Background: an optimization exercise with open tools, aiming at small area, a short achievable clock period and few clock cycles per item. Do not read the settings as production practice. Where RTL was checked, it was by simulation tests only, not by an equivalence proof against the original.

==> inputs of v5 <==
==> flow/design.v <==
module lbm_macroscopic #(
  parameter int GRID_DIM        = 256,
  parameter int DATA_WIDTH      = 64,
  parameter int FRACTIONAL_BITS = 56,
  parameter int ADDRESS_WIDTH   = $clog2(GRID_DIM),
  parameter int DATA_WIDTH_F    = 9*DATA_WIDTH
) (
  input  logic                     CLOCK_50,
  input  logic                     RESET,
  input  logic                     in_valid,
  output logic                     in_ready,
  input  logic [DATA_WIDTH_F-1:0]  fin,
  input  logic [ADDRESS_WIDTH-1:0] in_addr,
  output logic                     out_valid,
  input  logic                     out_ready,
  output logic [DATA_WIDTH-1:0]    rho,
  output logic [DATA_WIDTH-1:0]    ux,
  output logic [DATA_WIDTH-1:0]    uy,
  output logic [ADDRESS_WIDTH-1:0] out_addr,
  output logic                     div_zero,
  output logic                     sat,
  output logic                     frame_done
);
  localparam logic [ADDRESS_WIDTH-1:0] LAST = ADDRESS_WIDTH'(GRID_DIM-1);
  function automatic [2:0] ctz8(input [7:0] d);
    ctz8 = d[0] ? 3'd0 : d[1] ? 3'd1 : d[2] ? 3'd2 : d[3] ? 3'd3 :
           d[4] ? 3'd4 : d[5] ? 3'd5 : d[6] ? 3'd6 : 3'd7;
  endfunction
  logic       rd_run;       
  logic [3:0] sc;           
  logic       hold_s;       
  logic       vb, vc, vd;   
  logic [3:0] ib, ic, id;   
  logic [1:0] post;         
  logic       full;         
  logic       load;
  logic [7:0] fd [9];       
  logic [9:0]  r3a, r3b, r3c;   
  logic [10:0] ex, ey;          
  logic [7:0]  mdx, mdy;        
  logic [63:0] rr;          
  logic [63:0] r3;          
  logic [63:0] vx, vy;      
  logic [7:0]  vlox, vloy;  
  logic [3:0]  cr;          
  logic [1:0]  c3;          
  logic [2:0]  cx, cy;      
  logic        bx, by;      
  logic        nx, ny;      
  logic        zx, zy;      
  logic        ltx, lty;    
  logic        gex, gey;    
  logic        rnz;         
  logic        tf;          
  logic [5:0]  t;           
  logic [ADDRESS_WIDTH-1:0] addr_s;
  logic        firstc, firstd;
  logic [2:0]  dic, did;
  logic [11:0] rs;
  logic [11:0] tx, ty;
  logic [9:0]  t3;
  logic [8:0]  dx, dy;
  logic [7:0]  csub;
  logic [7:0]  r7;
  logic        bz, skipb, dz_s;
  assign dic    = ic[2:0];
  assign did    = id[2:0];
  assign firstc = dic == 3'd0;
  assign firstd = did == 3'd0;
  assign bz     = tf & (t[5:3] != 3'b111);
  always_comb begin
    rs = 12'(r3a) + 12'(r3b) + 12'(r3c) + (firstc ? 12'd0 : 12'(cr));
    tx = ((ic[3] & nx) ? -{ex[10], ex} : {ex[10], ex}) +
         (firstc ? 12'd0 : {{9{cx[2]}}, cx});
    ty = ((ic[3] & ny) ? -{ey[10], ey} : {ey[10], ey}) +
         (firstc ? 12'd0 : {{9{cy[2]}}, cy});
    t3 = 10'(rr[63:56]) + 10'({rr[62:56], firstd ? 1'b0 : rr[55]}) +
         (firstd ? 10'd0 : 10'(c3));
    csub = firstd ? rr[63:56] : 8'd0;
    dx = {1'b0, mdx} - {1'b0, nx ? csub : 8'd0} - 9'(firstd ? (nx & bz) : bx);
    dy = {1'b0, mdy} - {1'b0, ny ? csub : 8'd0} - 9'(firstd ? (ny & bz) : by);
    r7 = {rr[0], firstd ? 7'd0 : rr[63:57]};
  end
  assign dz_s  = rr[63] | ~rnz;
  assign skipb = dz_s | ((ltx | zx) & (lty | zy));
  always_ff @(posedge CLOCK_50 or negedge RESET) begin
    if (!RESET) begin
      rd_run   <= 1'b0;
      sc       <= '0;
      in_ready <= 1'b0;
      vb       <= 1'b0;
      vc       <= 1'b0;
      vd       <= 1'b0;
      ib       <= '0;
      ic       <= '0;
      id       <= '0;
      hold_s   <= 1'b0;
      post     <= '0;
      full     <= 1'b0;
    end else begin
      vb       <= rd_run;
      vc       <= vb;
      vd       <= vc;
      ib       <= sc;
      ic       <= ib;
      id       <= ic;
      in_ready <= rd_run && sc == 4'd14;
      if (rd_run) begin
        sc <= sc + 4'd1;
        if (sc == 4'd15) rd_run <= 1'b0;
      end else if (in_valid && !hold_s) begin
        rd_run <= 1'b1;
      end
      if (rd_run && sc == 4'd15) hold_s <= 1'b1;
      else if (load)             hold_s <= 1'b0;
      if (vd && id == 4'd15) post <= 2'd1;
      else if (post == 2'd1)  post <= skipb ? 2'd0 : 2'd2;
      else if (post == 2'd2)  post <= 2'd0;
      if ((post == 2'd1 && skipb) || post == 2'd2) full <= 1'b1;
      else if (load)                               full <= 1'b0;
    end
  end
  always_ff @(posedge CLOCK_50) begin
    for (int k = 0; k < 9; k++) fd[k] <= fin[k*64 + 8*sc[2:0] +: 8];
    if (rd_run && sc == 4'd15) addr_s <= in_addr;
    r3a <= 10'(fd[0]) + 10'(fd[1]) + 10'(fd[2]);
    r3b <= 10'(fd[3]) + 10'(fd[4]) + 10'(fd[5]);
    r3c <= 10'(fd[6]) + 10'(fd[7]) + 10'(fd[8]);
    ex  <= 11'(fd[1]) + 11'(fd[5]) + 11'(fd[8]) - 11'(fd[3]) - 11'(fd[6]) - 11'(fd[7]);
    ey  <= 11'(fd[2]) + 11'(fd[5]) + 11'(fd[6]) - 11'(fd[4]) - 11'(fd[7]) - 11'(fd[8]);
    if (vc) begin
      cx  <= tx[10:8];
      cy  <= ty[10:8];
      mdx <= tx[7:0];
      mdy <= ty[7:0];
      if (!ic[3]) begin
        cr <= rs[11:8];
        rr <= {rs[7:0], rr[63:8]};
        if (firstc) rnz <= |rs[7:0];
        else        rnz <= rnz | (|rs[7:0]);
        if (firstc || !tf) begin
          tf <= |rs[7:0];
          t  <= {dic, ctz8(rs[7:0])};
        end
        if (dic == 3'd7) begin
          nx <= tx[7];
          ny <= ty[7];
        end
      end
    end
    if (vd && !id[3]) begin
      r3 <= {t3[7:0], r3[63:8]};
      c3 <= t3[9:8];
    end
    if (vd && id[3]) begin
      rr <= {rr[7:0], rr[63:8]};
      vx <= {dx[7:0], vx[63:8]};
      vy <= {dy[7:0], vy[63:8]};
      bx <= dx[8];
      by <= dy[8];
      if (did == 3'd7) begin
        zx <= nx & dx[8];
        zy <= ny & dy[8];
      end
      ltx <= (dx[7:0] < rr[7:0]) | ((dx[7:0] == rr[7:0]) & ~firstd & ltx);
      lty <= (dy[7:0] < rr[7:0]) | ((dy[7:0] == rr[7:0]) & ~firstd & lty);
      gex <= (mdx > r7) | ((mdx == r7) & (firstd | gex));
      gey <= (mdy > r7) | ((mdy == r7) & (firstd | gey));
    end else if (post[1]) begin
      vx   <= {8'd0, vx[63:8]};
      vy   <= {8'd0, vy[63:8]};
    end
    if (vd && id[3] && firstd) begin
      vlox <= '0;
      vloy <= '0;
    end else if (post[1]) begin
      vlox <= vx[7:0];
      vloy <= vy[7:0];
    end
  end
  logic        busy, ov;
  logic [5:0]  cnt;         
  logic [63:0] dvs, d3;     
  logic [63:0] remx, remy, ax_q, ay_q;
  logic        ngx, ngy, stx, sty, zrx, zry, lq1, lq2;
  logic [5:0]  td;
  logic        fst, lst;
  logic [5:0]  pn1, pn2;
  logic        lb1, lb2;
  logic        sat_x, sat_y, top_x, top_y;
  assign load = full & ~busy & (~ov | out_ready);
  assign sat_x = ~dz_s & gex & (rr[62:57] == 6'd0);
  assign sat_y = ~dz_s & gey & (rr[62:57] == 6'd0);
  assign top_x = skipb & nx & ~(dz_s | zx);
  assign top_y = skipb & ny & ~(dz_s | zy);
  assign fst = cnt == 6'd32;
  assign lst = cnt == 6'd1;
  function automatic [65:0] step2(input [63:0] r, input [63:0] d, input [63:0] d3v,
                                  input b1, input b2, input neg, input st,
                                  input zr, input f, input l);
    logic        s, ns, s1, q1, q2, o1, o2;
    logic [63:0] r1, ca, cb, base, r2;
    s    = r[63];
    ns   = ~s;
    r1   = {r[62:0], b1} + (s ? d : ~d) + 64'(ns);
    s1   = r1[63];
    base = {r[61:0], b1, b2};
    ca   = base + (s ? d : ~d3v) + 64'(ns);      
    cb   = base + (s ? d3v : ~d) + 64'(ns);      
    r2   = s1 ? cb : ca;
    q1   = ~s1;
    q2   = ~r2[63];
    if (st) begin
      o1 = neg ? f : ~f;
      o2 = neg ? l : 1'b1;
    end else begin
      o1 = ~zr & (q1 ^ neg);
      o2 = ~zr & (q2 ^ neg);
    end
    step2 = {r2, o1, o2};
  endfunction
  logic [65:0] nx2, ny2;
  assign nx2 = step2(remx, dvs, d3, ax_q[63] | (ngx & lq1), ax_q[62] | (ngx & lq2),
                     ngx, stx, zrx, fst, lst);
  assign ny2 = step2(remy, dvs, d3, ay_q[63] | (ngy & lq1), ay_q[62] | (ngy & lq2),
                     ngy, sty, zry, fst, lst);
  assign pn1 = 6'(2*cnt - 6'd3);
  assign pn2 = 6'(2*cnt - 6'd4);
  assign lb1 = (pn1 < 6'd56) & (dvs[pn1] ^ (pn1 > td));
  assign lb2 = (pn2 < 6'd56) & (dvs[pn2] ^ (pn2 > td));
  always_ff @(posedge CLOCK_50 or negedge RESET) begin
    if (!RESET) begin
      busy       <= 1'b0;
      ov         <= 1'b0;
      cnt        <= '0;
      frame_done <= 1'b0;
    end else begin
      frame_done <= ov & out_ready & (out_addr == LAST);
      if (load) begin
        busy <= ~dz_s;
        ov   <= dz_s;
        cnt  <= skipb ? 6'd28 : 6'd32;
      end else begin
        if (ov && out_ready) ov <= 1'b0;
        if (busy) begin
          cnt <= cnt - 6'd1;
          if (lst) begin
            busy <= 1'b0;
            ov   <= 1'b1;
          end
        end
      end
    end
  end
  always_ff @(posedge CLOCK_50) begin
    if (load) begin
      dvs      <= rr;
      d3       <= r3;
      ax_q     <= {vlox, 48'd0, {8{top_x}}};
      ay_q     <= {vloy, 48'd0, {8{top_y}}};
      ngx      <= nx;
      ngy      <= ny;
      stx      <= sat_x;
      sty      <= sat_y;
      zrx      <= dz_s | zx;
      zry      <= dz_s | zy;
      td       <= t;
      lq1      <= skipb & (rr[55] ^ (t < 6'd55));
      lq2      <= skipb & (rr[54] ^ (t < 6'd54));
      out_addr <= addr_s;
      div_zero <= dz_s;
      sat      <= sat_x | sat_y;
    end else if (busy) begin
      ax_q <= {ax_q[61:0], nx2[1:0]};
      ay_q <= {ay_q[61:0], ny2[1:0]};
      lq1  <= lb1;
      lq2  <= lb2;
    end
  end
  always_ff @(posedge CLOCK_50) begin
    remx <= load ? vx : nx2[65:2];
    remy <= load ? vy : ny2[65:2];
  end
  assign out_valid = ov;
  assign rho = dvs;
  assign ux  = ax_q;
  assign uy  = ay_q;
endmodule
==> flow/flow/run.sh <==
#!/bin/bash
set -euo pipefail
bash standard.sh 'BUFFER_PORTS_ARGS=-buffer_cell sky130_fd_sc_hd__buf_1' finish > make_finish.log 2>&1
==> flow/standard.sh <==
#!/bin/bash
# synth_recipe.tcl (not shown) runs the flow's synth.tcl, then flattens the netlist and writes it again
# the make line also repeats each setting of config.mk as NAME=value (left out here)
make -C /OpenROAD-flow-scripts/flow DESIGN_CONFIG=/design/flow/config.mk WORK_HOME=/design/flow/orfs CLKGATE_MAP_FILE= SYNTH_SCRIPT=/design/flow/synth_recipe.tcl "${@:-finish}"
==> flow/config.mk <==
export PLATFORM = sky130hd
export DESIGN_NAME = lbm_macroscopic
export DESIGN_NICKNAME = lbm_macroscopic
export VERILOG_FILES = /design/flow/design.v
export SDC_FILE = /design/flow/constraint.sdc
export NUM_CORES = 4
export LEC_CHECK = 0
export CAP_MARGIN = 20
export CORE_MARGIN = 2
export CORE_UTILIZATION = 40
export SETUP_SLACK_MARGIN = 5
export SLEW_MARGIN = 20
==> flow/constraint.sdc <==
create_clock -name core_clock -period 8.0 [get_ports {CLOCK_50}]
set_input_delay 1.6000 -clock core_clock [delete_from_list [all_inputs] [get_ports {CLOCK_50}]]
set_output_delay 1.6000 -clock core_clock [all_outputs]
set_load 0.01 [all_outputs]
==> v30: changes against v5 <==
--- a/flow/design.v
+++ b/flow/design.v
@@ -196,4 +196,18 @@
   assign fst = cnt == 6'd32;
   assign lst = cnt == 6'd1;
+  function automatic [63:0] add64(input [63:0] a, input [63:0] b, input ci);
+    logic [63:0] g, p, x;
+    g = a & b;
+    p = a ^ b;
+    x = p;
+    g[0] = g[0] | (p[0] & ci);
+    for (int l = 0; l < 6; l++)
+      for (int j = 0; j < 64; j++)
+        if ((j >> l) % 2 == 1) begin
+          g[j] = g[j] | (p[j] & g[((j >> l) << l) - 1]);
+          p[j] = p[j] & p[((j >> l) << l) - 1];
+        end
+    add64 = x ^ {g[62:0], ci};
+  endfunction
   function automatic [65:0] step2(input [63:0] r, input [63:0] d, input [63:0] d3v,
                                   input b1, input b2, input neg, input st,
@@ -203,9 +217,9 @@
     s    = r[63];
     ns   = ~s;
-    r1   = {r[62:0], b1} + (s ? d : ~d) + 64'(ns);
+    r1   = add64({r[62:0], b1}, s ? d : ~d, ns);
     s1   = r1[63];
     base = {r[61:0], b1, b2};
-    ca   = base + (s ? d : ~d3v) + 64'(ns);      
-    cb   = base + (s ? d3v : ~d) + 64'(ns);      
+    ca   = add64(base, s ? d : ~d3v, ns);      
+    cb   = add64(base, s ? d3v : ~d, ns);      
     r2   = s1 ? cb : ca;
     q1   = ~s1;
--- a/flow/config.mk
+++ b/flow/config.mk
@@ -8,5 +8,6 @@
 export CAP_MARGIN = 20
 export CORE_MARGIN = 2
-export CORE_UTILIZATION = 40
-export SETUP_SLACK_MARGIN = 5
+export CORE_UTILIZATION = 55
+export SETUP_SLACK_MARGIN = 3.8
 export SLEW_MARGIN = 20
+export TNS_END_PERCENT = 10
==> qor summary <==
item                                                                   v5         v30
Result of the run                                timing/DRC/antenna clean  timing/DRC/antenna clean
Antenna violations before repair                                       14          28
Layout multi-input combinational cell count                          4518        3777
Area enclosed by the die boundary                              157000 µm²  107000 µm²
Number of vias per cell after detailed routing                       5.79        6.08
Clock network latency to the later pin of the worst-skew pair     0.76 ns     0.70 ns
Post-synthesis mux area share                                       9.89%       11.0%
Layout cells sized above 1                                          25.1%       10.8%
Via total after detailed routing                                    55000       45700
Pin count of the biggest net entering global routing                  121         112
Routing usage on met2                                               52.4%       57.9%
Worst slack at placement                                          2.45 ns     2.35 ns
Netlist area before placement                                   61400 µm²   57500 µm²
Area growth from synthesis to layout                                32.6%       16.1%
Number of buffers inserted during clock tree synthesis                100          96
Testbench counts of v30, summed over its fixed seeds: cycles 11,312, items 384.
Only the layout flow was run in v5; the RTL was not checked for function there.

[port drivers added, routing unchanged]
No port has a modelled driver above. Below, the same layouts with a new extraction and two added sets of constraints.
Step 1 (the two cells are an assumption about what drives the block):
set clk [get_ports {CLOCK_50}]
set_driving_cell -lib_cell sky130_fd_sc_hd__clkbuf_16 $clk
set_driving_cell -lib_cell sky130_fd_sc_hd__buf_2 [delete_from_list [all_inputs] $clk]
Step 2 times the ports against the registers' clock, not the clock port: input delays grow and output delays shrink by t, the midpoint of the rising clock arrivals with the driver on.
Three values: ideal, step 1, step 2; two values: the first two.
run	t, ns	setup WS [ns]	worst setup path after step 2
v5	0.807	3.600 / 3.600 / 3.600	register to register
v30	0.756	3.567 / 3.567 / 3.089	input to register
After both steps every run listed still meets setup and hold. The setup slack of v30, which loses most, moves by 0.000 ns with the drivers and by -0.478 ns with both steps.
